This design comes from an exercise in tuning for small area, a short achievable clock period and few clock cycles per item on the open sky130 flow, not from production work. RTL that was checked went through simulation tests only; none was proved equivalent to the original. No driver is modelled on the clock port, so clock power and skew are understated where the tree is cut down; a real chip needs a root buffer or a tree. Power figures rest on the tool's default switching activity, not on a simulated workload.

== job 8521 ==
// trimmed_mean_ph_converter
module trimmed_mean_ph_converter
#(
    parameter int WINDOW      = DEF_WINDOW,
    parameter int DROP        = DEF_DROP,
    parameter int SAMPLE_BITS = DEF_SAMPLE_BITS
) (
    input  logic                   i_clk,
    input  logic                   i_rst_n,
    input  logic                   i_start,
    output logic                   o_busy,
    input  logic [SAMPLE_BITS-1:0] i_sample,
    output logic                   o_valid,
    output logic signed [PH_W-1:0] o_ph_milli,
    output logic [TSUM_W-1:0]      o_trimmed_sum,
    input  logic                   i_cfg_valid,
    output logic                   o_cfg_ready,
    input  logic [CFG_IDX_W-1:0]   i_cfg_index,
    input  logic [CFG_DATA_W-1:0]  i_cfg_data
);
For scale: roughly 1500 cells after synthesis, roughly 74 I/O pins.
export LEC_CHECK = 0
export ABC_AREA = 1
export CAP_MARGIN = 20
export CORE_MARGIN = 2
export CORE_UTILIZATION = 55
export PLACE_DENSITY = 0.7
export SLEW_MARGIN = 20
create_clock -name core_clock -period 8.0 [get_ports {i_clk}]
standard.sh (not shown) runs the stock make flow with config.mk's settings and CLKGATE_MAP_FILE= SYNTH_SCRIPT=/design/flow/synth_recipe.tcl, a recipe that flattens the netlist after the stock synthesis.
==> flow/flow/run.sh <==
#!/bin/bash
# Layout flow: the standard ORFS flow (standard.sh, unchanged synthesis),
# with these changes to how the layout is made; the design, clock period and
# constraints are unchanged:
#  - every port still gets a buffer, but a plain sky130_fd_sc_hd__buf_2
#    instead of the delay cell buffer_ports picks by default;
#  - the clock tree uses clkbuf_16 clusters of up to 25 sinks and no dummy
#    loads; post_cts.tcl then drives the leaf buffers straight from the root
#    buffer and removes the middle level, so every register gets its clock
#    through the root buffer and one leaf buffer;
#  - timing repair aims for a setup slack margin of 5.4 ns.
# make's full output goes to make_finish.log in this folder; each ORFS step
# keeps its own log under orfs/logs/ (post_cts.tcl prints into 4_1_cts.log).
set -euo pipefail
export BUFFER_PORTS_ARGS="-buffer_cell sky130_fd_sc_hd__buf_2"
export CTS_ARGS="-sink_clustering_enable -repair_clock_nets -dont_use_dummy_load -sink_clustering_size 25 -sink_clustering_max_diameter 150 -buf_list sky130_fd_sc_hd__clkbuf_16 -root_buf sky130_fd_sc_hd__clkbuf_16 -distance_between_buffers 2000 -branching_point_buffers_distance 2000"
export POST_CTS_TCL="$(pwd)/flow/post_cts.tcl"
bash standard.sh SETUP_SLACK_MARGIN=5.4 finish > make_finish.log 2>&1
Other scripts of this flow, unchanged in this note and not shown: flow/flow/post_cts.tcl
## Diff of input files: job 9657 against job 8521
Settings: PLACE_DENSITY: 0.7 -> unset.
diff --git a/flow/flow/run.sh b/flow/flow/run.sh
--- a/flow/flow/run.sh
+++ b/flow/flow/run.sh
@@ -16,3 +16,3 @@
 export CTS_ARGS="-sink_clustering_enable -repair_clock_nets -dont_use_dummy_load -sink_clustering_size 25 -sink_clustering_max_diameter 150 -buf_list sky130_fd_sc_hd__clkbuf_16 -root_buf sky130_fd_sc_hd__clkbuf_16 -distance_between_buffers 2000 -branching_point_buffers_distance 2000"
 export POST_CTS_TCL="$(pwd)/flow/post_cts.tcl"
-bash standard.sh SETUP_SLACK_MARGIN=5.4 finish > make_finish.log 2>&1
+bash standard.sh SETUP_SLACK_MARGIN=5.45 finish > make_finish.log 2>&1
==> run summary <==
- Job 9657 | stages: all done | timing, DRC, antenna: all pass
- Setup slack came out higher on job 9657 than on job 8521.
- Relative to job 8521, the total routed wirelength measured on job 9657 has increased slightly.
- Between job 8521 and job 9657, the multi-input logic area does not differ in any meaningful way.
- Job 9657 vs job 8521 on final cycle utilization of the critical path: job 9657 is the lower one.
- Maximum number of pins on one net before global-route repair came out exactly the same in job 9657 and job 8521.
- Looking at multi-input gate share of the layout cell area across job 9657 and job 8521, the one that comes out higher is job 8521.
Input changes introduced in job 2250 (baseline for comparison: job 9657):
diff --git a/flow/flow/run.sh b/flow/flow/run.sh
--- a/flow/flow/run.sh
+++ b/flow/flow/run.sh
@@ -16,3 +16,3 @@
 export CTS_ARGS="-sink_clustering_enable -repair_clock_nets -dont_use_dummy_load -sink_clustering_size 25 -sink_clustering_max_diameter 150 -buf_list sky130_fd_sc_hd__clkbuf_16 -root_buf sky130_fd_sc_hd__clkbuf_16 -distance_between_buffers 2000 -branching_point_buffers_distance 2000"
 export POST_CTS_TCL="$(pwd)/flow/post_cts.tcl"
-bash standard.sh SETUP_SLACK_MARGIN=5.45 finish > make_finish.log 2>&1
+bash standard.sh SETUP_SLACK_MARGIN=5.4 finish > make_finish.log 2>&1
- The lower final cell count without fillers of job 2250 and job 9657 is in job 2250.
- Changes observed in job 2250 relative to job 9657: number of ports placed on the die boundary held steady; global-route usage held steady; total power of the final layout shrank by 1.3%.
- The final layout from job 2250, which completed every stage, passed the timing, design-rule and antenna checks at the end of the flow.
- Diff job 9657 -> job 2250 | relative contribution of the clock network to total power | increase of 0.3 points
- Looking at number of non-clock buffers, job 2250 sits 8.6% lower than job 9657 does.
No functional check of the RTL was part of any run of this note.

Another version of the RTL of trimmed_mean_ph_converter (not shown whole).
export LEC_CHECK = 0
export ABC_AREA = 1
export CAP_MARGIN = 20
export CORE_MARGIN = 2
export CORE_UTILIZATION = 40
export SLEW_MARGIN = 20
create_clock -name core_clock -period 8.0 [get_ports {i_clk}]
==> flow/flow/run.sh <==
#!/bin/bash
# Layout flow: the standard ORFS flow (standard.sh, unchanged synthesis),
# with these changes to how the layout is made; the design, clock period and
# constraints are unchanged:
#  - every port still gets a buffer, but a plain sky130_fd_sc_hd__buf_2
#    instead of the delay cell buffer_ports picks by default;
#  - the clock tree uses clkbuf_16 clusters of up to 25 sinks and no dummy
#    loads; post_cts.tcl then drives the leaf buffers straight from the root
#    buffer and removes the middle level, so every register gets its clock
#    through the root buffer and one leaf buffer;
#  - timing repair aims for a setup slack margin of 5.4 ns.
# make's full output goes to make_finish.log in this folder; each ORFS step
# keeps its own log under orfs/logs/ (post_cts.tcl prints into 4_1_cts.log).
set -euo pipefail
export BUFFER_PORTS_ARGS="-buffer_cell sky130_fd_sc_hd__buf_2"
export CTS_ARGS="-sink_clustering_enable -repair_clock_nets -dont_use_dummy_load -sink_clustering_size 25 -sink_clustering_max_diameter 150 -buf_list sky130_fd_sc_hd__clkbuf_16 -root_buf sky130_fd_sc_hd__clkbuf_16 -distance_between_buffers 2000 -branching_point_buffers_distance 2000"
export POST_CTS_TCL="$(pwd)/flow/post_cts.tcl"
bash standard.sh SETUP_SLACK_MARGIN=5.4 finish > make_finish.log 2>&1
==> flow/flow/post_cts.tcl <==
# After clock tree synthesis: if the tree has a middle level between the root
# buffer (the one driven by the clock port) and the leaf buffers, and the
# root can drive all leaf buffers itself, drive them from the root and remove
# the middle buffers. Every register still gets its clock through the root
# buffer and one leaf buffer.
set block [ord::get_db_block]
set clk_net [[$block findBTerm i_clk] getNet]
set root ""
foreach it [$clk_net getITerms] {
  set m [[$it getInst] getMaster]
  if {[string match "*clkbuf*" [$m getName]]} { set root [$it getInst] }
}
if {$root ne ""} {
  set root_net [[$root findITerm X] getNet]
  set mids {}
  set leaves 0
  set ok 1
  foreach it [$root_net getITerms] {
    set inst [$it getInst]
    if {$inst == $root} continue
    if {![string match "*clkbuf*" [[$inst getMaster] getName]]} { set ok 0; continue }
    lappend mids $inst
    set out [[$inst findITerm X] getNet]
    foreach lt [$out getITerms] {
      if {[$lt getInst] == $inst} continue
      if {![string match "*clkbuf*" [[[$lt getInst] getMaster] getName]]} { set ok 0 }
      incr leaves
    }
  }
  puts "post_cts: root [$root getName], [llength $mids] middle buffers, $leaves leaf buffers, ok $ok"
  if {$ok && [llength $mids] > 0 && $leaves <= 16} {
    foreach mid $mids {
      set out [[$mid findITerm X] getNet]
      foreach lt [$out getITerms] {
        if {[$lt getInst] == $mid} continue
        $lt disconnect
        $lt connect $root_net
      }
      [$mid findITerm A] disconnect
      [$mid findITerm X] disconnect
      puts "post_cts: removed [$mid getName]"
      odb::dbInst_destroy $mid
      odb::dbNet_destroy $out
    }
  }
}
Testbench counts at the start, summed over its fixed seeds: cycles 16,272, windows 1,600.
Change:
==> flow/flow/run.sh (replaced) <==
#!/bin/bash
# Layout flow: the standard ORFS flow (standard.sh, unchanged synthesis),
# with three changes to how the layout is made; the design, clock period and
# constraints are unchanged:
#  - every port still gets a buffer, but a plain sky130_fd_sc_hd__buf_2
#    instead of the delay cell buffer_ports picks by default;
#  - the clock tree uses clkbuf_16 clusters of up to 25 sinks and no dummy
#    loads;
#  - timing repair aims for a setup slack margin of 5.2 ns.
# make's full output goes to make_finish.log in this folder; each ORFS step
# keeps its own log under orfs/logs/.
set -euo pipefail
export BUFFER_PORTS_ARGS="-buffer_cell sky130_fd_sc_hd__buf_2"
export CTS_ARGS="-sink_clustering_enable -repair_clock_nets -dont_use_dummy_load -sink_clustering_size 25 -sink_clustering_max_diameter 150 -buf_list sky130_fd_sc_hd__clkbuf_16 -root_buf sky130_fd_sc_hd__clkbuf_16 -distance_between_buffers 2000 -branching_point_buffers_distance 2000"
bash standard.sh SETUP_SLACK_MARGIN=5.2 finish > make_finish.log 2>&1
removed: flow/flow/post_cts.tcl
Effect: Cell area came out lower by about 1.6%. Fmax falls by about 7%. First-iteration DRC count climbs by about 4.4%. Combinational power is lower by 5.8%. Non-clock buffer count went down by 15. Total power increases by 0.48%. Wire length is lower by 2.1%. Critical path depth does not change. Count of clock-buffer cells in the layout rose by 2. Final cell count shrinks by 0.86%. Global-route usage fell by 0.54 points.
Change:
==> flow/flow/run.sh (replaced) <==
#!/bin/bash
set -euo pipefail
export BUFFER_PORTS_ARGS="-buffer_cell sky130_fd_sc_hd__buf_2"
export CTS_ARGS="-sink_clustering_enable -repair_clock_nets -dont_use_dummy_load -sink_clustering_size 25 -sink_clustering_max_diameter 150 -buf_list sky130_fd_sc_hd__clkbuf_16 -root_buf sky130_fd_sc_hd__clkbuf_16 -distance_between_buffers 2000 -branching_point_buffers_distance 2000"
export POST_CTS_TCL="$(pwd)/flow/post_cts.tcl"
bash standard.sh SETUP_SLACK_MARGIN=5.2 finish > make_finish.log 2>&1
==> flow/flow/post_cts.tcl (new file) <==
# After clock tree synthesis: if the tree has a middle level between the root
# buffer (the one driven by the clock port) and the leaf buffers, and the
# root can drive all leaf buffers itself, drive them from the root and remove
# the middle buffers. Every register still gets its clock through the root
# buffer and one leaf buffer.
set block [ord::get_db_block]
set clk_net [[$block findBTerm i_clk] getNet]
set root ""
foreach it [$clk_net getITerms] {
  set m [[$it getInst] getMaster]
  if {[string match "*clkbuf*" [$m getName]]} { set root [$it getInst] }
}
if {$root ne ""} {
  set root_net [[$root findITerm X] getNet]
  set mids {}
  set leaves 0
  set ok 1
  foreach it [$root_net getITerms] {
    set inst [$it getInst]
    if {$inst == $root} continue
    if {![string match "*clkbuf*" [[$inst getMaster] getName]]} { set ok 0; continue }
    lappend mids $inst
    set out [[$inst findITerm X] getNet]
    foreach lt [$out getITerms] {
      if {[$lt getInst] == $inst} continue
      if {![string match "*clkbuf*" [[[$lt getInst] getMaster] getName]]} { set ok 0 }
      incr leaves
    }
  }
  puts "post_cts: root [$root getName], [llength $mids] middle buffers, $leaves leaf buffers, ok $ok"
  if {$ok && [llength $mids] > 0 && $leaves <= 16} {
    foreach mid $mids {
      set out [[$mid findITerm X] getNet]
      foreach lt [$out getITerms] {
        if {[$lt getInst] == $mid} continue
        $lt disconnect
        $lt connect $root_net
      }
      [$mid findITerm A] disconnect
      [$mid findITerm X] disconnect
      puts "post_cts: removed [$mid getName]"
      odb::dbInst_destroy $mid
      odb::dbNet_destroy $out
    }
  }
}
Settings changed: ABC_AREA 1 to default.
=> The new run ran to the end with no violations. Worst hold slack improves by 0.039 ns. Fmax goes up by 0.51%. Clock-buffer cell count goes down by 2. Power goes down by 16%. Routed wire length goes down by 8.5%.
Change:
--- a/flow/flow/run.sh
+++ b/flow/flow/run.sh
@@ -1,2 +1,14 @@
 #!/bin/bash
+# Layout flow: the standard ORFS flow (standard.sh, unchanged synthesis),
+# with these changes to how the layout is made; the design, clock period and
+# constraints are unchanged:
+#  - every port still gets a buffer, but a plain sky130_fd_sc_hd__buf_2
+#    instead of the delay cell buffer_ports picks by default;
+#  - the clock tree uses clkbuf_16 clusters of up to 25 sinks and no dummy
+#    loads; post_cts.tcl then drives the leaf buffers straight from the root
+#    buffer and removes the middle level, so every register gets its clock
+#    through the root buffer and one leaf buffer;
+#  - timing repair aims for a setup slack margin of 5.4 ns.
+# make's full output goes to make_finish.log in this folder; each ORFS step
+# keeps its own log under orfs/logs/ (post_cts.tcl prints into 4_1_cts.log).
 set -euo pipefail
@@ -5,2 +17,2 @@
 export POST_CTS_TCL="$(pwd)/flow/post_cts.tcl"
-bash standard.sh SETUP_SLACK_MARGIN=5.2 finish > make_finish.log 2>&1
+bash standard.sh SETUP_SLACK_MARGIN=5.4 finish > make_finish.log 2>&1
Settings changed: ABC_AREA from default to 1, TNS_END_PERCENT from default to 0.
Clock power hardly moves.
Clock-buffer cell count does not change.
Cell area is higher by 1.0%.
Core utilization is lower by 0.90 points.
Worst hold slack got worse by 0.039 ns.
Combinational power is higher by 72%.
Wire length increases by 10%.
Worst setup slack is better by 0.050 ns.
Die area came out higher by 3.2%.

-- afterwards: timing with drivers on the ports --
No port has a modelled driver above. Below, the same layouts with a new extraction and two added sets of constraints. Step 1 sets driving cells, clkbuf_16 on the clock port and buf_2 on the other inputs (assumed; they add their load-dependent delay and slew). Step 2 adds t to the input delays and takes it off the output delays; t is the mean of the earliest and latest rising clock arrival at the registers after step 1. Input paths then give back, and output paths get back, about the clock's delay inside the block. a / b / c = ideal / step 1 / step 2; a / b = the first two.
| run | t (ns) | setup slack, ns | latest minus earliest clock arrival (ns) |
|---|---|---|---|
| job 8521 | 0.418 | 5.455 / 5.409 / 5.128 | 0.058 / 0.057 |
| job 9657 | 0.427 | 5.486 / 5.442 / 5.228 | 0.061 / 0.061 |
| job 2250 | 0.428 | 5.456 / 5.412 / 5.228 | 0.061 / 0.062 |
| the first run of note 2 | 0.436 | 5.484 / 5.432 / 5.152 | 0.050 / 0.050 |
| the second run of note 2 | 0.494 | 5.290 / 5.240 / 4.988 | 0.060 / 0.060 |
| the third run of note 2 | 0.432 | 5.304 / 5.258 / 5.087 | 0.050 / 0.050 |
| the fourth run of note 2 | 0.436 | 5.353 / 5.302 / 4.972 | 0.050 / 0.050 |
After both steps setup and hold are still met in every run listed. For the fourth run of note 2, which loses most, drivers alone change the setup slack by -0.051 ns; drivers and shift together by -0.381 ns.
